From an optimization exercise on the open Yosys and OpenROAD flow, aimed at small area, a short achievable clock period and few clock cycles; shortcuts taken in it are not production practice. The RTL of this run was laid out without a check of its function.

==> design.v <==
module cordic_rot_iter (
    input  logic        clk_i,
    input  logic        rst_i,
    input  logic        valid_i,
    output logic        ready_o,
    input  logic [63:0] angle_i,
    output logic        valid_o,
    input  logic        ready_i,
    output logic [63:0] cos_o,
    output logic [63:0] sin_o,
    output logic        range_err_o
);
    localparam logic signed [33:0] HALF_PI = 34'sh1_921F_B544;
    logic en;   
    logic fit0;   
    assign fit0 = (&angle_i[63:33]) | ~(|angle_i[63:33]);
    logic signed [33:0] z0;
    assign z0 = angle_i[33:0];
    logic v_q1;
    logic fit_q1;
    logic signed [33:0] z_q1;
    logic d0;
    assign d0 = ~z_q1[33];
    logic e0;
    assign e0 = ~fit_q1 | (z_q1 > HALF_PI) | (z_q1 < -HALF_PI);
    logic signed [32:0] z1;
    assign z1 = 33'(z_q1 + (d0 ? -34'sd3373259426 : 34'sd3373259426));
    logic v_q2;
    logic e_q2;
    logic signed [32:0] z_q2;
    logic d0_q2;
    logic d1;
    assign d1 = ~z_q2[32];
    logic signed [31:0] z2;
    assign z2 = 32'(z_q2 + (d1 ? -33'sd1991351318 : 33'sd1991351318));
    logic v_q3;
    logic e_q3;
    logic signed [31:0] z_q3;
    logic d0_q2_q3;
    logic d1_q3;
    logic d2;
    assign d2 = ~z_q3[31];
    logic signed [30:0] z3;
    assign z3 = 31'(z_q3 + (d2 ? -32'sd1052175346 : 32'sd1052175346));
    logic v_q4;
    logic e_q4;
    logic signed [30:0] z_q4;
    logic d0_q2_q3_q4;
    logic d1_q3_q4;
    logic d2_q4;
    logic d3;
    assign d3 = ~z_q4[30];
    logic signed [29:0] z4;
    assign z4 = 30'(z_q4 + (d3 ? -31'sd534100635 : 31'sd534100635));
    logic v_q5;
    logic e_q5;
    logic signed [29:0] z_q5;
    logic d0_q2_q3_q4_q5;
    logic d1_q3_q4_q5;
    logic d2_q4_q5;
    logic d3_q5;
    logic d4;
    assign d4 = ~z_q5[29];
    logic signed [28:0] z5;
    assign z5 = 29'(z_q5 + (d4 ? -30'sd268086748 : 30'sd268086748));
    logic v_q6;
    logic e_q6;
    logic signed [28:0] z_q6;
    logic d0_q2_q3_q4_q5_q6;
    logic d1_q3_q4_q5_q6;
    logic d2_q4_q5_q6;
    logic d3_q5_q6;
    logic d4_q6;
    logic d5;
    assign d5 = ~z_q6[28];
    logic signed [27:0] z6;
    assign z6 = 28'(z_q6 + (d5 ? -29'sd134174063 : 29'sd134174063));
    logic v_q7;
    logic e_q7;
    logic signed [27:0] z_q7;
    logic d0_q2_q3_q4_q5_q6_q7;
    logic d1_q3_q4_q5_q6_q7;
    logic d2_q4_q5_q6_q7;
    logic d3_q5_q6_q7;
    logic d4_q6_q7;
    logic d5_q7;
    logic d6;
    assign d6 = ~z_q7[27];
    logic signed [26:0] z7;
    assign z7 = 27'(z_q7 + (d6 ? -28'sd67103403 : 28'sd67103403));
    logic v_q8;
    logic e_q8;
    logic signed [26:0] z_q8;
    logic d0_q2_q3_q4_q5_q6_q7_q8;
    logic d1_q3_q4_q5_q6_q7_q8;
    logic d2_q4_q5_q6_q7_q8;
    logic d3_q5_q6_q7_q8;
    logic d4_q6_q7_q8;
    logic d5_q7_q8;
    logic d6_q8;
    logic signed [32:0] x7, y7;
    logic [6:0] sel7;
    assign sel7 = {d6_q8, d5_q7_q8, d4_q6_q7_q8, d3_q5_q6_q7_q8, d2_q4_q5_q6_q7_q8, d1_q3_q4_q5_q6_q7_q8, d0_q2_q3_q4_q5_q6_q7_q8};
    assign x7[0] = 128'h166f54524a2af668166f54524a2af668 >> sel7;
    assign x7[1] = 128'h9c9bf9007d245942bd9a244100602639 >> sel7;
    assign x7[2] = 128'h30f46b52d514396fb49c28ea4ab609f3 >> sel7;
    assign x7[3] = 128'h83bfb13557c552e36aa3eeac8ffdce3 >> sel7;
    assign x7[4] = 128'h7ef1999100d832ec774c1b4089b98f9d >> sel7;
    assign x7[5] = 128'h81b1a855eb75fdaa55bfae97aa358d00 >> sel7;
    assign x7[6] = 128'h3c34b089e1cae223c4475387912d2c3c >> sel7;
    assign x7[7] = 128'ha5746c851459979009e99a28a1162ea5 >> sel7;
    assign x7[8] = 128'ha3d5d2910557e7e7eaa0894babc500 >> sel7;
    assign x7[9] = 128'h24a78598a64d786db61eb26519a1e524 >> sel7;
    assign x7[10] = 128'h690880194f3c93a7e5c93cf298011096 >> sel7;
    assign x7[11] = 128'h178974f01681aa2c345581680f2e91e8 >> sel7;
    assign x7[12] = 128'hdc30c3093f374acff352ecfc90c30c3b >> sel7;
    assign x7[13] = 128'hdaf6f760530c4ab7ed5230ca06ef6f5b >> sel7;
    assign x7[14] = 128'h36b58d569a8fcf43c2f3f1596ab1ad6c >> sel7;
    assign x7[15] = 128'h403b784af56d74ba5d2eb6af521edc02 >> sel7;
    assign x7[16] = 128'h1f74cd9df3a6beb5ad7d65cfb9b32ef8 >> sel7;
    assign x7[17] = 128'h9ca45922a074e13c3c872e05449a2539 >> sel7;
    assign x7[18] = 128'hca428b8236375aec6c41d14253000 >> sel7;
    assign x7[19] = 128'h64ddcf93c697ffaff5ffe963c9f3bb26 >> sel7;
    assign x7[20] = 128'h5984571fd5e264524a2647abf8ea219a >> sel7;
    assign x7[21] = 128'h1dd8091e3e660137ec80667c78901bb8 >> sel7;
    assign x7[22] = 128'h66c5e013e1fbf907e09fdf87c807a366 >> sel7;
    assign x7[23] = 128'h5e4fe615c96fc087e103f693a867f27a >> sel7;
    assign x7[24] = 128'h1e87efb3a0abf937ec9fd505cdf7e178 >> sel7;
    assign x7[25] = 128'h3bf3e3cfc983dffdbffbc193f3c7cfdc >> sel7;
    assign x7[26] = 128'h51dfe58bf5c7cfe7e7f3e3afd1a7fb8a >> sel7;
    assign x7[27] = 128'hc16b4373775f4f33ccf2faeecec2d683 >> sel7;
    assign x7[28] = 128'hfee6cac2635b7f5ffafedac64353677f >> sel7;
    assign x7[29] = 128'h7642dffbfff34a6e7652cfffdffb426e >> sel7;
    assign x7[30] = 128'hcf66ee77ce776ef3cf76ee73ee7766f3 >> sel7;
    assign x7[31] = 128'hf67ef66ff66f766ff66ef66ff66f7e6f >> sel7;
    assign x7[32] = 128'h80008001800100018000800180010001 >> sel7;
    assign y7[0] = 128'h699fa8a18515f994699fa8a18515f994 >> sel7;
    assign y7[1] = 128'h6dd85c01110df73f95701829052fe222 >> sel7;
    assign y7[2] = 128'hdf25cba0ff3d630aad39045680ec5f4d >> sel7;
    assign y7[3] = 128'hdb62aa22ffa9ff88ec002900c1aab924 >> sel7;
    assign y7[4] = 128'h62a73b6355f164c96ed9325503231ab9 >> sel7;
    assign y7[5] = 128'h152709eb82efab00ff2a48be106f1b57 >> sel7;
    assign y7[6] = 128'h696d2d07879084469ddef61e374b4969 >> sel7;
    assign y7[7] = 128'hfedc10f7df33e3553833041077c480f >> sel7;
    assign y7[8] = 128'h5506bfa4375ffe8e8e800513d2029f55 >> sel7;
    assign y7[9] = 128'h4d0e1f210cdbe1cb2c7824cf73078f4d >> sel7;
    assign y7[10] = 128'hc3511563da69360e8f9369a43157753c >> sel7;
    assign y7[11] = 128'h7e13edb57c1700496dff17c15a483781 >> sel7;
    assign y7[12] = 128'hb96596536a6ed09aa6f489a935965962 >> sel7;
    assign y7[13] = 128'hb0acaec5f659d02e8bf465905c8acaf2 >> sel7;
    assign y7[14] = 128'h6c2f1bfc301a9ad694a6a7f3c0270bc9 >> sel7;
    assign y7[15] = 128'hd562e1d0afcbed20fb482c0af478b954 >> sel7;
    assign y7[16] = 128'h7aed9b3ba60c282f0bebcf9a232648a1 >> sel7;
    assign y7[17] = 128'h390df34405ed8769691e485fdd304f63 >> sel7;
    assign y7[18] = 128'h55590d412146c6ef089c9d7b7d4f6555 >> sel7;
    assign y7[19] = 128'hcdbb9a369c3eaa0aafaa83c693a6224c >> sel7;
    assign y7[20] = 128'hf31dfe7abf84cdf4d04cde02a1804730 >> sel7;
    assign y7[21] = 128'h7bb1537868cc576e8915cce9e1357221 >> sel7;
    assign y7[22] = 128'hcc9f857687a2a35e853aba1e915e06cc >> sel7;
    assign y7[23] = 128'hf8da8c7f93ca951e8756ac3601cea4e0 >> sel7;
    assign y7[24] = 128'h781e8a260502a36e893abf5f9bae87e1 >> sel7;
    assign y7[25] = 128'h62a6869a9316baab2aa29736a69e9ab9 >> sel7;
    assign y7[26] = 128'hf7ba8f12af9e9a8e8ea6860ab70ea210 >> sel7;
    assign y7[27] = 128'h97c2d6e6eefada6699a4a0889894bc16 >> sel7;
    assign y7[28] = 128'ha88c9094c6f2eafaa0a8b09cd6f6ceea >> sel7;
    assign y7[29] = 128'hecd4baa2aaa6d0c8ecf49aaabaa2d4c8 >> sel7;
    assign y7[30] = 128'h9acc88ee98eec8a69aec88e688eecca6 >> sel7;
    assign y7[31] = 128'hace8accaaccaeccaacc8accaaccae8ca >> sel7;
    assign y7[32] = 128'h15551557155755571555155715575557 >> sel7;
    logic d7;
    assign d7 = ~z_q8[26];
    logic signed [25:0] z8;
    assign z8 = 26'(z_q8 + (d7 ? -27'sd33553749 : 27'sd33553749));
    logic signed [32:0] yp7;
    assign yp7 = y7 ^ {33{d7}};
    logic v_q9;
    logic e_q9;
    logic dcur_q9;
    logic signed [25:0] z_q9;
    logic signed [32:0] x_q9;
    logic signed [32:0] yp_q9;
    logic d8;
    assign d8 = ~z_q9[25];
    logic signed [24:0] z9;
    assign z9 = 25'(z_q9 + (d8 ? -26'sd16777131 : 26'sd16777131));
    logic m7;
    assign m7 = dcur_q9 ^ d8;
    logic signed [32:0] x8, yp8;
    logic [33:0] xt7;
    assign xt7 = {33'(x_q9), 1'b1} + {33'(yp_q9 >>> 7), dcur_q9};
    assign x8 = xt7[33:1];
    assign yp8 = (33'(yp_q9) - 33'(x_q9 >>> 7)) ^ {33{m7}};
    logic v_q10;
    logic e_q10;
    logic dcur_q10;
    logic signed [24:0] z_q10;
    logic signed [32:0] x_q10;
    logic signed [32:0] yp_q10;
    logic d9;
    assign d9 = ~z_q10[24];
    logic signed [23:0] z10;
    assign z10 = 24'(z_q10 + (d9 ? -25'sd8388597 : 25'sd8388597));
    logic m8;
    assign m8 = dcur_q10 ^ d9;
    logic signed [32:0] x9, yp9;
    logic [33:0] xt8;
    assign xt8 = {33'(x_q10), 1'b1} + {33'(yp_q10 >>> 8), dcur_q10};
    assign x9 = xt8[33:1];
    assign yp9 = (33'(yp_q10) - 33'(x_q10 >>> 8)) ^ {33{m8}};
    logic v_q11;
    logic e_q11;
    logic dcur_q11;
    logic signed [23:0] z_q11;
    logic signed [32:0] x_q11;
    logic signed [32:0] yp_q11;
    logic d10;
    assign d10 = ~z_q11[23];
    logic signed [22:0] z11;
    assign z11 = 23'(z_q11 + (d10 ? -24'sd4194303 : 24'sd4194303));
    logic [20:0] zb11;   
    assign zb11 = {~z11[22], z11[21:2]};
    logic m9;
    assign m9 = dcur_q11 ^ d10;
    logic signed [32:0] x10, yp10;
    logic [33:0] xt9;
    assign xt9 = {33'(x_q11), 1'b1} + {33'(yp_q11 >>> 9), dcur_q11};
    assign x10 = xt9[33:1];
    assign yp10 = (33'(yp_q11) - 33'(x_q11 >>> 9)) ^ {33{m9}};
    logic v_q12;
    logic e_q12;
    logic dcur_q12;
    logic [20:0] zb_q12;
    logic signed [32:0] x_q12;
    logic signed [32:0] yp_q12;
    logic d11;
    assign d11 = zb_q12[20];
    logic [19:0] zbd11;
    assign zbd11 = zb_q12[19:0];
    logic m10;
    assign m10 = dcur_q12 ^ d11;
    logic signed [32:0] x11, yp11;
    logic [33:0] xt10;
    assign xt10 = {33'(x_q12), 1'b1} + {33'(yp_q12 >>> 10), dcur_q12};
    assign x11 = xt10[33:1];
    assign yp11 = (33'(yp_q12) - 33'(x_q12 >>> 10)) ^ {33{m10}};
    logic v_q13;
    logic e_q13;
    logic dcur_q13;
    logic [19:0] zb_q13;
    logic signed [32:0] x_q13;
    logic signed [32:0] yp_q13;
    logic d12;
    assign d12 = zb_q13[19];
    logic [18:0] zbd12;
    assign zbd12 = zb_q13[18:0];
    logic m11;
    assign m11 = dcur_q13 ^ d12;
    logic signed [32:0] x12, yp12;
    logic [33:0] xt11;
    assign xt11 = {33'(x_q13), 1'b1} + {33'(yp_q13 >>> 11), dcur_q13};
    assign x12 = xt11[33:1];
    assign yp12 = (33'(yp_q13) - 33'(x_q13 >>> 11)) ^ {33{m11}};
    logic v_q14;
    logic e_q14;
    logic dcur_q14;
    logic [18:0] zb_q14;
    logic signed [32:0] x_q14;
    logic signed [32:0] yp_q14;
    logic d13;
    assign d13 = zb_q14[18];
    logic [17:0] zbd13;
    assign zbd13 = zb_q14[17:0];
    logic m12;
    assign m12 = dcur_q14 ^ d13;
    logic signed [33:0] x13, yp13;
    logic [34:0] xt12;
    assign xt12 = {34'(x_q14), 1'b1} + {34'(yp_q14 >>> 12), dcur_q14};
    assign x13 = xt12[34:1];
    assign yp13 = (34'(yp_q14) - 34'(x_q14 >>> 12)) ^ {34{m12}};
    logic v_q15;
    logic e_q15;
    logic dcur_q15;
    logic [17:0] zb_q15;
    logic signed [33:0] x_q15;
    logic signed [33:0] yp_q15;
    logic d14;
    assign d14 = zb_q15[17];
    logic [16:0] zbd14;
    assign zbd14 = zb_q15[16:0];
    logic m13;
    assign m13 = dcur_q15 ^ d14;
    logic signed [33:0] x14, yp14;
    logic [34:0] xt13;
    assign xt13 = {34'(x_q15), 1'b1} + {34'(yp_q15 >>> 13), dcur_q15};
    assign x14 = xt13[34:1];
    assign yp14 = (34'(yp_q15) - 34'(x_q15 >>> 13)) ^ {34{m13}};
    logic v_q16;
    logic e_q16;
    logic dcur_q16;
    logic [16:0] zb_q16;
    logic signed [33:0] x_q16;
    logic signed [33:0] yp_q16;
    logic d15;
    assign d15 = zb_q16[16];
    logic [15:0] zbd15;
    assign zbd15 = zb_q16[15:0];
    logic m14;
    assign m14 = dcur_q16 ^ d15;
    logic signed [33:0] x15, yp15;
    logic [34:0] xt14;
    assign xt14 = {34'(x_q16), 1'b1} + {34'(yp_q16 >>> 14), dcur_q16};
    assign x15 = xt14[34:1];
    assign yp15 = (34'(yp_q16) - 34'(x_q16 >>> 14)) ^ {34{m14}};
    logic v_q17;
    logic e_q17;
    logic dcur_q17;
    logic [15:0] zb_q17;
    logic signed [33:0] x_q17;
    logic signed [33:0] yp_q17;
    logic d16;
    assign d16 = zb_q17[15];
    logic [14:0] zbd16;
    assign zbd16 = zb_q17[14:0];
    logic m15;
    assign m15 = dcur_q17 ^ d16;
    logic signed [33:0] x16, yp16;
    logic [34:0] xt15;
    assign xt15 = {34'(x_q17), 1'b1} + {34'(yp_q17 >>> 15), dcur_q17};
    assign x16 = xt15[34:1];
    assign yp16 = (34'(yp_q17) - 34'(x_q17 >>> 15)) ^ {34{m15}};
    logic v_q18;
    logic e_q18;
    logic dcur_q18;
    logic [14:0] zb_q18;
    logic signed [33:0] x_q18;
    logic signed [33:0] yp_q18;
    logic d17;
    assign d17 = zb_q18[14];
    logic [13:0] zbd17;
    assign zbd17 = zb_q18[13:0];
    logic m16;
    assign m16 = dcur_q18 ^ d17;
    logic signed [33:0] x17, yp17;
    logic [34:0] xt16;
    assign xt16 = {34'(x_q18), 1'b1} + {34'(yp_q18 >>> 16), dcur_q18};
    assign x17 = xt16[34:1];
    assign yp17 = (34'(yp_q18) - 34'(x_q18 >>> 16)) ^ {34{m16}};
    logic v_q19;
    logic e_q19;
    logic dcur_q19;
    logic [13:0] zb_q19;
    logic signed [33:0] x_q19;
    logic signed [33:0] yp_q19;
    logic d18;
    assign d18 = zb_q19[13];
    logic [12:0] zbd18;
    assign zbd18 = zb_q19[12:0];
    logic m17;
    assign m17 = dcur_q19 ^ d18;
    logic signed [33:0] x18, yp18;
    logic [34:0] xt17;
    assign xt17 = {34'(x_q19), 1'b1} + {34'(yp_q19 >>> 17), dcur_q19};
    assign x18 = xt17[34:1];
    assign yp18 = (34'(yp_q19) - 34'(x_q19 >>> 17)) ^ {34{m17}};
    logic v_q20;
    logic e_q20;
    logic dcur_q20;
    logic [12:0] zb_q20;
    logic signed [33:0] x_q20;
    logic signed [33:0] yp_q20;
    logic d19;
    assign d19 = zb_q20[12];
    logic [11:0] zbd19;
    assign zbd19 = zb_q20[11:0];
    logic m18;
    assign m18 = dcur_q20 ^ d19;
    logic signed [33:0] x19, yp19;
    logic [34:0] xt18;
    assign xt18 = {34'(x_q20), 1'b1} + {34'(yp_q20 >>> 18), dcur_q20};
    assign x19 = xt18[34:1];
    assign yp19 = (34'(yp_q20) - 34'(x_q20 >>> 18)) ^ {34{m18}};
    logic v_q21;
    logic e_q21;
    logic dcur_q21;
    logic [11:0] zb_q21;
    logic signed [33:0] x_q21;
    logic signed [33:0] yp_q21;
    logic d20;
    assign d20 = zb_q21[11];
    logic [10:0] zbd20;
    assign zbd20 = zb_q21[10:0];
    logic m19;
    assign m19 = dcur_q21 ^ d20;
    logic signed [33:0] x20, yp20;
    logic [34:0] xt19;
    assign xt19 = {34'(x_q21), 1'b1} + {34'(yp_q21 >>> 19), dcur_q21};
    assign x20 = xt19[34:1];
    assign yp20 = (34'(yp_q21) - 34'(x_q21 >>> 19)) ^ {34{m19}};
    logic v_q22;
    logic e_q22;
    logic dcur_q22;
    logic [10:0] zb_q22;
    logic signed [33:0] x_q22;
    logic signed [33:0] yp_q22;
    logic d21;
    assign d21 = zb_q22[10];
    logic [9:0] zbd21;
    assign zbd21 = zb_q22[9:0];
    logic m20;
    assign m20 = dcur_q22 ^ d21;
    logic signed [33:0] x21, yp21;
    logic [34:0] xt20;
    assign xt20 = {34'(x_q22), 1'b1} + {34'(yp_q22 >>> 20), dcur_q22};
    assign x21 = xt20[34:1];
    assign yp21 = (34'(yp_q22) - 34'(x_q22 >>> 20)) ^ {34{m20}};
    logic v_q23;
    logic e_q23;
    logic dcur_q23;
    logic [9:0] zb_q23;
    logic signed [33:0] x_q23;
    logic signed [33:0] yp_q23;
    logic d22;
    assign d22 = zb_q23[9];
    logic [8:0] zbd22;
    assign zbd22 = zb_q23[8:0];
    logic m21;
    assign m21 = dcur_q23 ^ d22;
    logic signed [33:0] x22, yp22;
    logic [34:0] xt21;
    assign xt21 = {34'(x_q23), 1'b1} + {34'(yp_q23 >>> 21), dcur_q23};
    assign x22 = xt21[34:1];
    assign yp22 = (34'(yp_q23) - 34'(x_q23 >>> 21)) ^ {34{m21}};
    logic v_q24;
    logic e_q24;
    logic dcur_q24;
    logic [8:0] zb_q24;
    logic signed [33:0] x_q24;
    logic signed [33:0] yp_q24;
    logic d23;
    assign d23 = zb_q24[8];
    logic [7:0] zbd23;
    assign zbd23 = zb_q24[7:0];
    logic m22;
    assign m22 = dcur_q24 ^ d23;
    logic signed [33:0] x23, yp23;
    logic [34:0] xt22;
    assign xt22 = {34'(x_q24), 1'b1} + {34'(yp_q24 >>> 22), dcur_q24};
    assign x23 = xt22[34:1];
    assign yp23 = (34'(yp_q24) - 34'(x_q24 >>> 22)) ^ {34{m22}};
    logic v_q25;
    logic e_q25;
    logic dcur_q25;
    logic [7:0] zb_q25;
    logic signed [33:0] x_q25;
    logic signed [33:0] yp_q25;
    logic d24;
    assign d24 = zb_q25[7];
    logic [6:0] zbd24;
    assign zbd24 = zb_q25[6:0];
    logic m23;
    assign m23 = dcur_q25 ^ d24;
    logic signed [33:0] x24, yp24;
    logic [34:0] xt23;
    assign xt23 = {34'(x_q25), 1'b1} + {34'(yp_q25 >>> 23), dcur_q25};
    assign x24 = xt23[34:1];
    assign yp24 = (34'(yp_q25) - 34'(x_q25 >>> 23)) ^ {34{m23}};
    logic v_q26;
    logic e_q26;
    logic dcur_q26;
    logic [6:0] zb_q26;
    logic signed [33:0] x_q26;
    logic signed [33:0] yp_q26;
    logic d25;
    assign d25 = zb_q26[6];
    logic [5:0] zbd25;
    assign zbd25 = zb_q26[5:0];
    logic m24;
    assign m24 = dcur_q26 ^ d25;
    logic signed [33:0] x25, yp25;
    logic [34:0] xt24;
    assign xt24 = {34'(x_q26), 1'b1} + {34'(yp_q26 >>> 24), dcur_q26};
    assign x25 = xt24[34:1];
    assign yp25 = (34'(yp_q26) - 34'(x_q26 >>> 24)) ^ {34{m24}};
    logic v_q27;
    logic e_q27;
    logic dcur_q27;
    logic [5:0] zb_q27;
    logic signed [33:0] x_q27;
    logic signed [33:0] yp_q27;
    logic d26;
    assign d26 = zb_q27[5];
    logic [4:0] zbd26;
    assign zbd26 = zb_q27[4:0];
    logic m25;
    assign m25 = dcur_q27 ^ d26;
    logic signed [33:0] x26, yp26;
    logic [34:0] xt25;
    assign xt25 = {34'(x_q27), 1'b1} + {34'(yp_q27 >>> 25), dcur_q27};
    assign x26 = xt25[34:1];
    assign yp26 = (34'(yp_q27) - 34'(x_q27 >>> 25)) ^ {34{m25}};
    logic v_q28;
    logic e_q28;
    logic dcur_q28;
    logic [4:0] zb_q28;
    logic signed [33:0] x_q28;
    logic signed [33:0] yp_q28;
    logic d27;
    assign d27 = zb_q28[4];
    logic [3:0] zbd27;
    assign zbd27 = zb_q28[3:0];
    logic m26;
    assign m26 = dcur_q28 ^ d27;
    logic signed [33:0] x27, yp27;
    logic [34:0] xt26;
    assign xt26 = {34'(x_q28), 1'b1} + {34'(yp_q28 >>> 26), dcur_q28};
    assign x27 = xt26[34:1];
    assign yp27 = (34'(yp_q28) - 34'(x_q28 >>> 26)) ^ {34{m26}};
    logic v_q29;
    logic e_q29;
    logic dcur_q29;
    logic [3:0] zb_q29;
    logic signed [33:0] x_q29;
    logic signed [33:0] yp_q29;
    logic d28;
    assign d28 = zb_q29[3];
    logic [2:0] zbd28;
    assign zbd28 = zb_q29[2:0];
    logic m27;
    assign m27 = dcur_q29 ^ d28;
    logic signed [33:0] x28, yp28;
    logic [34:0] xt27;
    assign xt27 = {34'(x_q29), 1'b1} + {34'(yp_q29 >>> 27), dcur_q29};
    assign x28 = xt27[34:1];
    assign yp28 = (34'(yp_q29) - 34'(x_q29 >>> 27)) ^ {34{m27}};
    logic v_q30;
    logic e_q30;
    logic dcur_q30;
    logic [2:0] zb_q30;
    logic signed [33:0] x_q30;
    logic signed [33:0] yp_q30;
    logic d29;
    assign d29 = zb_q30[2];
    logic [1:0] zbd29;
    assign zbd29 = zb_q30[1:0];
    logic m28;
    assign m28 = dcur_q30 ^ d29;
    logic signed [33:0] x29, yp29;
    logic [34:0] xt28;
    assign xt28 = {34'(x_q30), 1'b1} + {34'(yp_q30 >>> 28), dcur_q30};
    assign x29 = xt28[34:1];
    assign yp29 = (34'(yp_q30) - 34'(x_q30 >>> 28)) ^ {34{m28}};
    logic v_q31;
    logic e_q31;
    logic dcur_q31;
    logic [1:0] zb_q31;
    logic signed [33:0] x_q31;
    logic signed [33:0] yp_q31;
    logic d30;
    assign d30 = zb_q31[1];
    logic [0:0] zbd30;
    assign zbd30 = zb_q31[0:0];
    logic m29;
    assign m29 = dcur_q31 ^ d30;
    logic signed [33:0] x30, yp30;
    logic [34:0] xt29;
    assign xt29 = {34'(x_q31), 1'b1} + {34'(yp_q31 >>> 29), dcur_q31};
    assign x30 = xt29[34:1];
    assign yp30 = (34'(yp_q31) - 34'(x_q31 >>> 29)) ^ {34{m29}};
    logic v_q32;
    logic e_q32;
    logic dcur_q32;
    logic [0:0] zb_q32;
    logic signed [33:0] x_q32;
    logic signed [33:0] yp_q32;
    logic d31;
    assign d31 = zb_q32[0];
    logic m30;
    assign m30 = dcur_q32 ^ d31;
    logic signed [33:0] x31, yp31;
    logic [34:0] xt30;
    assign xt30 = {34'(x_q32), 1'b1} + {34'(yp_q32 >>> 30), dcur_q32};
    assign x31 = xt30[34:1];
    assign yp31 = (34'(yp_q32) - 34'(x_q32 >>> 30)) ^ {34{m30}};
    logic v_q33;
    logic e_q33;
    logic dcur_q33;
    logic signed [33:0] x_q33;
    logic signed [33:0] yp_q33;
    logic signed [33:0] x32, yp32;
    logic [34:0] xt31;
    assign xt31 = {34'(x_q33), 1'b1} + {34'(yp_q33 >>> 31), dcur_q33};
    assign x32 = xt31[34:1];
    assign yp32 = (34'(yp_q33) - 34'(x_q33 >>> 31)) ^ {34{dcur_q33}};
    logic o_v, s_v, o_e, s_e, o_load, rdy_q;
    logic signed [33:0] o_x, o_y, s_x, s_y;
    assign en = ~s_v;
    assign ready_o = rdy_q;   
    assign o_load = ~o_v | ready_i;
    always_ff @(posedge clk_i or posedge rst_i) begin
        if (rst_i) begin
            v_q1 <= 1'b0;
            v_q2 <= 1'b0;
            v_q3 <= 1'b0;
            v_q4 <= 1'b0;
            v_q5 <= 1'b0;
            v_q6 <= 1'b0;
            v_q7 <= 1'b0;
            v_q8 <= 1'b0;
            v_q9 <= 1'b0;
            v_q10 <= 1'b0;
            v_q11 <= 1'b0;
            v_q12 <= 1'b0;
            v_q13 <= 1'b0;
            v_q14 <= 1'b0;
            v_q15 <= 1'b0;
            v_q16 <= 1'b0;
            v_q17 <= 1'b0;
            v_q18 <= 1'b0;
            v_q19 <= 1'b0;
            v_q20 <= 1'b0;
            v_q21 <= 1'b0;
            v_q22 <= 1'b0;
            v_q23 <= 1'b0;
            v_q24 <= 1'b0;
            v_q25 <= 1'b0;
            v_q26 <= 1'b0;
            v_q27 <= 1'b0;
            v_q28 <= 1'b0;
            v_q29 <= 1'b0;
            v_q30 <= 1'b0;
            v_q31 <= 1'b0;
            v_q32 <= 1'b0;
            v_q33 <= 1'b0;
            o_v <= 1'b0;
            s_v <= 1'b0;
            rdy_q <= 1'b1;
        end else begin
            if (en) begin
                v_q1 <= valid_i;
                v_q2 <= v_q1;
                v_q3 <= v_q2;
                v_q4 <= v_q3;
                v_q5 <= v_q4;
                v_q6 <= v_q5;
                v_q7 <= v_q6;
                v_q8 <= v_q7;
                v_q9 <= v_q8;
                v_q10 <= v_q9;
                v_q11 <= v_q10;
                v_q12 <= v_q11;
                v_q13 <= v_q12;
                v_q14 <= v_q13;
                v_q15 <= v_q14;
                v_q16 <= v_q15;
                v_q17 <= v_q16;
                v_q18 <= v_q17;
                v_q19 <= v_q18;
                v_q20 <= v_q19;
                v_q21 <= v_q20;
                v_q22 <= v_q21;
                v_q23 <= v_q22;
                v_q24 <= v_q23;
                v_q25 <= v_q24;
                v_q26 <= v_q25;
                v_q27 <= v_q26;
                v_q28 <= v_q27;
                v_q29 <= v_q28;
                v_q30 <= v_q29;
                v_q31 <= v_q30;
                v_q32 <= v_q31;
                v_q33 <= v_q32;
            end
            if (o_load) begin
                o_v <= s_v | v_q33;
                s_v <= 1'b0;
                rdy_q <= 1'b1;
            end else if (en) begin
                s_v <= v_q33;
                rdy_q <= ~v_q33;
            end
        end
    end
    always_ff @(posedge clk_i) begin
        if (en) begin
            fit_q1 <= fit0;
            z_q1 <= z0;
            e_q2 <= e0;
            z_q2 <= z1;
            d0_q2 <= d0;
            e_q3 <= e_q2;
            z_q3 <= z2;
            d0_q2_q3 <= d0_q2;
            d1_q3 <= d1;
            e_q4 <= e_q3;
            z_q4 <= z3;
            d0_q2_q3_q4 <= d0_q2_q3;
            d1_q3_q4 <= d1_q3;
            d2_q4 <= d2;
            e_q5 <= e_q4;
            z_q5 <= z4;
            d0_q2_q3_q4_q5 <= d0_q2_q3_q4;
            d1_q3_q4_q5 <= d1_q3_q4;
            d2_q4_q5 <= d2_q4;
            d3_q5 <= d3;
            e_q6 <= e_q5;
            z_q6 <= z5;
            d0_q2_q3_q4_q5_q6 <= d0_q2_q3_q4_q5;
            d1_q3_q4_q5_q6 <= d1_q3_q4_q5;
            d2_q4_q5_q6 <= d2_q4_q5;
            d3_q5_q6 <= d3_q5;
            d4_q6 <= d4;
            e_q7 <= e_q6;
            z_q7 <= z6;
            d0_q2_q3_q4_q5_q6_q7 <= d0_q2_q3_q4_q5_q6;
            d1_q3_q4_q5_q6_q7 <= d1_q3_q4_q5_q6;
            d2_q4_q5_q6_q7 <= d2_q4_q5_q6;
            d3_q5_q6_q7 <= d3_q5_q6;
            d4_q6_q7 <= d4_q6;
            d5_q7 <= d5;
            e_q8 <= e_q7;
            z_q8 <= z7;
            d0_q2_q3_q4_q5_q6_q7_q8 <= d0_q2_q3_q4_q5_q6_q7;
            d1_q3_q4_q5_q6_q7_q8 <= d1_q3_q4_q5_q6_q7;
            d2_q4_q5_q6_q7_q8 <= d2_q4_q5_q6_q7;
            d3_q5_q6_q7_q8 <= d3_q5_q6_q7;
            d4_q6_q7_q8 <= d4_q6_q7;
            d5_q7_q8 <= d5_q7;
            d6_q8 <= d6;
            e_q9 <= e_q8;
            dcur_q9 <= d7;
            z_q9 <= z8;
            x_q9 <= x7;
            yp_q9 <= yp7;
            e_q10 <= e_q9;
            dcur_q10 <= d8;
            z_q10 <= z9;
            x_q10 <= x8;
            yp_q10 <= yp8;
            e_q11 <= e_q10;
            dcur_q11 <= d9;
            z_q11 <= z10;
            x_q11 <= x9;
            yp_q11 <= yp9;
            e_q12 <= e_q11;
            dcur_q12 <= d10;
            zb_q12 <= zb11;
            x_q12 <= x10;
            yp_q12 <= yp10;
            e_q13 <= e_q12;
            dcur_q13 <= d11;
            zb_q13 <= zbd11;
            x_q13 <= x11;
            yp_q13 <= yp11;
            e_q14 <= e_q13;
            dcur_q14 <= d12;
            zb_q14 <= zbd12;
            x_q14 <= x12;
            yp_q14 <= yp12;
            e_q15 <= e_q14;
            dcur_q15 <= d13;
            zb_q15 <= zbd13;
            x_q15 <= x13;
            yp_q15 <= yp13;
            e_q16 <= e_q15;
            dcur_q16 <= d14;
            zb_q16 <= zbd14;
            x_q16 <= x14;
            yp_q16 <= yp14;
            e_q17 <= e_q16;
            dcur_q17 <= d15;
            zb_q17 <= zbd15;
            x_q17 <= x15;
            yp_q17 <= yp15;
            e_q18 <= e_q17;
            dcur_q18 <= d16;
            zb_q18 <= zbd16;
            x_q18 <= x16;
            yp_q18 <= yp16;
            e_q19 <= e_q18;
            dcur_q19 <= d17;
            zb_q19 <= zbd17;
            x_q19 <= x17;
            yp_q19 <= yp17;
            e_q20 <= e_q19;
            dcur_q20 <= d18;
            zb_q20 <= zbd18;
            x_q20 <= x18;
            yp_q20 <= yp18;
            e_q21 <= e_q20;
            dcur_q21 <= d19;
            zb_q21 <= zbd19;
            x_q21 <= x19;
            yp_q21 <= yp19;
            e_q22 <= e_q21;
            dcur_q22 <= d20;
            zb_q22 <= zbd20;
            x_q22 <= x20;
            yp_q22 <= yp20;
            e_q23 <= e_q22;
            dcur_q23 <= d21;
            zb_q23 <= zbd21;
            x_q23 <= x21;
            yp_q23 <= yp21;
            e_q24 <= e_q23;
            dcur_q24 <= d22;
            zb_q24 <= zbd22;
            x_q24 <= x22;
            yp_q24 <= yp22;
            e_q25 <= e_q24;
            dcur_q25 <= d23;
            zb_q25 <= zbd23;
            x_q25 <= x23;
            yp_q25 <= yp23;
            e_q26 <= e_q25;
            dcur_q26 <= d24;
            zb_q26 <= zbd24;
            x_q26 <= x24;
            yp_q26 <= yp24;
            e_q27 <= e_q26;
            dcur_q27 <= d25;
            zb_q27 <= zbd25;
            x_q27 <= x25;
            yp_q27 <= yp25;
            e_q28 <= e_q27;
            dcur_q28 <= d26;
            zb_q28 <= zbd26;
            x_q28 <= x26;
            yp_q28 <= yp26;
            e_q29 <= e_q28;
            dcur_q29 <= d27;
            zb_q29 <= zbd27;
            x_q29 <= x27;
            yp_q29 <= yp27;
            e_q30 <= e_q29;
            dcur_q30 <= d28;
            zb_q30 <= zbd28;
            x_q30 <= x28;
            yp_q30 <= yp28;
            e_q31 <= e_q30;
            dcur_q31 <= d29;
            zb_q31 <= zbd29;
            x_q31 <= x29;
            yp_q31 <= yp29;
            e_q32 <= e_q31;
            dcur_q32 <= d30;
            zb_q32 <= zbd30;
            x_q32 <= x30;
            yp_q32 <= yp30;
            e_q33 <= e_q32;
            dcur_q33 <= d31;
            x_q33 <= x31;
            yp_q33 <= yp31;
        end
        if (o_load) begin
            o_x <= s_v ? s_x : x32;
            o_y <= s_v ? s_y : yp32;
            o_e <= s_v ? s_e : e_q33;
        end
        if (en) begin
            s_x <= x32;
            s_y <= yp32;
            s_e <= e_q33;
        end
    end
    assign valid_o = o_v;
    assign cos_o = {{30{o_x[33]}}, o_x};
    assign sin_o = {{30{o_y[33]}}, o_y};
    assign range_err_o = o_e;
endmodule
==> run.sh <==
#!/bin/bash
# synth_recipe.tcl (not shown) runs the flow's synth.tcl, then flattens the netlist and writes it again
# the make line also repeats each setting of config.mk as NAME=value (left out here)
make -C /OpenROAD-flow-scripts/flow DESIGN_CONFIG=/design/flow/config.mk WORK_HOME=/design/flow/orfs CLKGATE_MAP_FILE= SYNTH_SCRIPT=/design/flow/synth_recipe.tcl finish
==> config.mk <==
export PLATFORM = sky130hd
export DESIGN_NAME = cordic_rot_iter
export DESIGN_NICKNAME = cordic_rot_iter
export VERILOG_FILES = /design/flow/design.v
export SDC_FILE = /design/flow/constraint.sdc
export NUM_CORES = 4
export LEC_CHECK = 0
export CAP_MARGIN = 20
export CORE_MARGIN = 2
export CORE_UTILIZATION = 40
export SLEW_MARGIN = 20
==> constraint.sdc <==
create_clock -name core_clock -period 8.0 [get_ports {clk_i}]
set_input_delay 1.6000 -clock core_clock [delete_from_list [all_inputs] [get_ports {clk_i}]]
set_output_delay 1.6000 -clock core_clock [all_outputs]
set_load 0.01 [all_outputs]
==> impl_metrics.sql <==
INSERT INTO impl_metrics (metric_group, metric, value, unit) VALUES
('status', 'status', 'finished clean', ''),
('finish', 'design_area', '206000', 'sq um'),
('placement', 'placement.io_buffers', '198', ''),
('finish', 'fraction_of_layout_cells_with_a_size_suffix_above_1', '4.87', '%'),
('floorplan', 'die_y', '685', 'um'),
('detailed_routing', 'remaining_drc_errors', '0', ''),
('timing', 'setup_total_negative_slack', '0', 'ns'),
('timing', 'final_max_slew_viol_count', '0', ''),
('synth', 'postSynth.topFlopCell', 'sky130_fd_sc_hd__edfxtp_1', ''),
('detailed_routing', 'avgViaCountPerCell', '5.63', ''),
('floorplan', 'fp.dieArea', '469000', 'sq um'),
('placement', 'placed_cells_incl_taps', '24500', ''),
('placement', 'detailed_place.area', '196000', 'sq um'),
('synth', 'synth.ff_latch_count', '2498', ''),
('clock_tree', 'number_of_sinks_on_the_clock_net', '2498', ''),
('synth', 'syn_avg_cell_area', '10.1', 'sq um'),
('clock_tree', 'worstSkewPairLatency', '0.99', 'ns'),
('synth', 'syn_nets', '20400', ''),
('floorplan', 'ioPinCount', '199', ''),
('grt', 'grt.overflow.total', '0', ''),
('placement', 'gpl.final_weighted_congestion', '1.05', ''),
('detailed_routing', 'post_drt_wl_per_cell', '22.1', 'um'),
('detailed_routing', 'routed_wl', '553000', 'um'),
('timing', 'max_freq', '0.187', 'GHz'),
('clock_tree', 'clk_pin_slew_worst_paths', '0.06', 'ns'),
('critical_path', 'critPathKind', 'reg -> reg', ''),
('detailed_routing', 'drtIter0Drc', '10500', ''),
('placement', 'place.detailed.hpwl', '421000', 'um'),
('timing', 'worst_pin_slew', '1.31', 'ns'),
('synth', 'netlist_area', '186000', 'sq um'),
('grt', 'largest_net_degree_at_the_start_of_global_routing', '188', ''),
('synth', 'number_of_distinct_library_cell_variants_in_the_gate_level_netlist_after_synthesis', '95', ''),
('synth', 'synth_edf_count', '2393', ''),
('clock_tree', 'cts_repair_resize_count', '0', ''),
('timing', 'clock-skew-final', '0.0753', 'ns'),
('critical_path', 'crit_path_end_kind', 'flip-flop', ''),
('clock_tree', 'cts_setup_buffers', '0', ''),
('min_path', 'hold_path.class', 'reg -> reg', ''),
('clock_tree', 'cts_max_path_buffers', '4', ''),
('synth', 'ys_warn_count', '1', ''),
('synth', 'synth-async-reset-ratio', '1.44', '%'),
('detailed_routing', 'detailedRoute.firstPassIterationCount', '6', ''),
('timing', 'setup_viol', '0', ''),
('grt', 'antenna_found_initial', '22', ''),
('clock_tree', 'htree_num_levels', '5', ''),
('timing', 'timing_hold_violations_final', '0', ''),
('clock_tree', 'clock_tree_from_tritoncts', 'built', ''),
('job', 'drv_cap', '0', ''),
('finish', 'layout.nets', '20700', ''),
('finish', 'final_util', '44.5', '%'),
('floorplan', 'fp-row-count', '250', ''),
('critical_path', 'timing.critical_path.from_type', 'flip-flop', ''),
('clock_tree', 'clock-root-buffer', 'sky130_fd_sc_hd__clkbuf_16', ''),
('floorplan', 'die_width', '685', 'um'),
('finish', 'combined_area_of_the_multi_input_logic_cells', '107000', 'sq um'),
('grt', 'total_global_route_track_usage', '22.8', '%'),
('timing', 'timing.final.crit_share', '66.8', '%'),
('finish', 'syn2layout_area_growth', '11.0', '%'),
('timing', 'period_needed', '5.35', 'ns'),
('floorplan', 'initial_utilization', '40.1', '%'),
('finish', 'ff_latch_area', '74100', 'sq um'),
('detailed_routing', 'ant_nets', '0', ''),
('grt', 'grt_pass1_wl', '833000', 'um'),
('grt', 'grt_pass1_vias', '135000', ''),
('synth', 'netlist_instances', '18400', ''),
('critical_path', 'required', '8.67', 'ns'),
('floorplan', 'core', '463000', 'sq um'),
('critical_path', 'worst_ep_arrival_time', '6.02', 'ns'),
('timing', 'rsz0062_at_grt', 'no', ''),
('finish', 'post_layout_nonfiller_instances', '25100', ''),
('finish', 'final.fill_count', '44100', ''),
('synth', 'sequential_to_total_area_share_from_yosys_stat', '39.9', '%'),
('detailed_routing', 'num_vias', '141000', ''),
('critical_path', 'timing.critical_path.fanout_max', '36', ''),
('clock_tree', 'cts-buffers-inserted', '307', ''),
('timing', 'hold-worst-slack', '0.400', 'ns'),
('clock_tree', 'cts-hold-fix-buffers', '0', ''),
('timing', 'slew_headroom', '12.8', '%');
[critical path, stage by stage (launching register included)]
cell	delay (ns)
sky130_fd_sc_hd__edfxtp_1	0.32
sky130_fd_sc_hd__buf_4	0.43
sky130_fd_sc_hd__inv_1	0.57
sky130_fd_sc_hd__ha_2	0.53
sky130_fd_sc_hd__inv_1	0.33
sky130_fd_sc_hd__nand2_1	0.51
sky130_fd_sc_hd__nand2_1	0.43
sky130_fd_sc_hd__nor2_1	0.85
sky130_fd_sc_hd__o22ai_1	0.23
sky130_fd_sc_hd__a21oi_1	0.41
sky130_fd_sc_hd__a21oi_1	0.19
sky130_fd_sc_hd__xnor2_1	0.18
[path summary, 6_finish.rpt]
kind,from,to,slack [ns],cells past startpoint
max in group asynchronous,rst_i,s_v$_DFF_PP0_,6.57,3
hold reg to reg,zb_q25[0]$_DFFE_PN_,zb_q26[0]$_DFFE_PN_,0.40,0
hold / removal,zb_q25[0]$_DFFE_PN_,zb_q26[0]$_DFFE_PN_,0.40,0
setup / recovery,d1_q3_q4_q5_q6_q7_q8$_DFFE_PN_,yp_q9[21]$_DFFE_PN_,2.65,11
setup reg to reg,d1_q3_q4_q5_q6_q7_q8$_DFFE_PN_,yp_q9[21]$_DFFE_PN_,2.65,11
min in group asynchronous,rst_i,o_v$_DFFE_PP0N_,1.07,3
[cells in the mapped netlist, drive strengths merged (49+ instances only)]
master,count,share of area (%)
a2111oi,90,0.44
a211o,53,0.25
a211oi,196,0.80
a21boi,65,0.26
a21o,949,3.8
a21oi,1687,4.6
a221oi,50,0.25
a31o,49,0.23
a31oi,197,0.66
and2,90,0.30
and3,240,0.81
buf,106,0.34
clkbuf,300,0.61
dfxtp,69,0.74
edfxtp,2393,39
fa,60,0.65
ha,1949,13
inv,958,1.9
mux2,65,0.39
nand2,970,2.0
nand2b,255,0.86
nand3,421,1.1
nand4,151,0.51
nor2,1061,2.1
nor2b,225,0.76
nor3,397,1.1
nor4,93,0.31
o211ai,144,0.58
o21a,234,0.95
o21ai,994,2.7
o21bai,211,0.85
o22ai,50,0.17
o311ai,58,0.27
o31ai,99,0.40
or2,72,0.24
or3,114,0.38
xnor2,1908,9.0
xor2,705,3.3
[logic make-up after synthesis]
kind of cell / synth area share (%)
buffers and inverters: 2.89
DFF: 39.9
adders and majority gates: 13.8
AOI/OAI and AO/OA: 19.3
and+or+nand+nor: 11.2
muxes: 0.605
xor gates and xnor gates: 12.3
[per-stage QoR]
stage	worst slack, ns
finish	2.65
global route	2.72
CTS	2.98
detailed placement	3.02
global placement	2.89
floorplan	0.704
[per-layer routing]
layer / share of wire (%) / global-route usage [%] / vias to the layer above
met5: 0.026 / 0 / -
met4: 4.9 / 9.84 / 22
met3: 5.1 / 3.05 / 1056
met2: 47 / 38.3 / 3567
met1: 43 / 29.5 / 67300
li1: - / - / 69200
[layout by cell type (no fill, tap or decap), drive strengths merged, types with 197 or more instances in the layout]
| master | instances |
|---|---|
| o21bai | 211 |
| a21oi | 1687 |
| nand3 | 421 |
| and3 | 240 |
| inv | 976 |
| nor2 | 1061 |
| nand2b | 255 |
| o21ai | 994 |
| clkdlybuf4s50 | 198 |
| nand2 | 970 |
| nor3 | 397 |
| nor2b | 225 |
| a31oi | 197 |
| a21o | 949 |
| o21a | 234 |
| clkbuf | 383 |
| ha | 1949 |
| edfxtp | 2393 |
| xor2 | 705 |
| xnor2 | 1908 |
[cell type report]
type / count / share of cell area (%)
Multi-Input combinational cell: 14500 / 51.8
Sequential cell: 2498 / 36.0
Clock buffer: 383 / 4.05
Tap cell: 6174 / 3.75
Inverter: 959 / 1.75
Timing Repair Buffer: 375 / 1.72
Clock inverter: 177 / 0.978
Antenna cell: 13 / 0.0158

==> port drivers added, routing unchanged <==
The flow's constraints put no driver on any port. The routed layout listed below was extracted and timed again, unchanged, in two steps. Step 1: set_driving_cell puts a clkbuf_16 on clk_i and a buf_2 on each other input, an assumption about the parent block. Step 2 also shifts input and output timing later by t, the mid clock arrival at the registers, as if the neighbouring blocks saw the same clock. Slacks: ideal ports / drivers / drivers and shift; pairs: ideal ports / drivers.
shift t [ns]: 1.058
slack for setup (ns): 2.654 / 2.654 / 2.654
worst setup path at the end: register to register
worst register clock-pin slew, ns: 0.07 / 0.07
worst slew at a driven data input, ns: 0.08
After both steps setup and hold are still met in this run. The setup slack of this run moves by 0.000 ns with the drivers and by 0.000 ns with both steps.
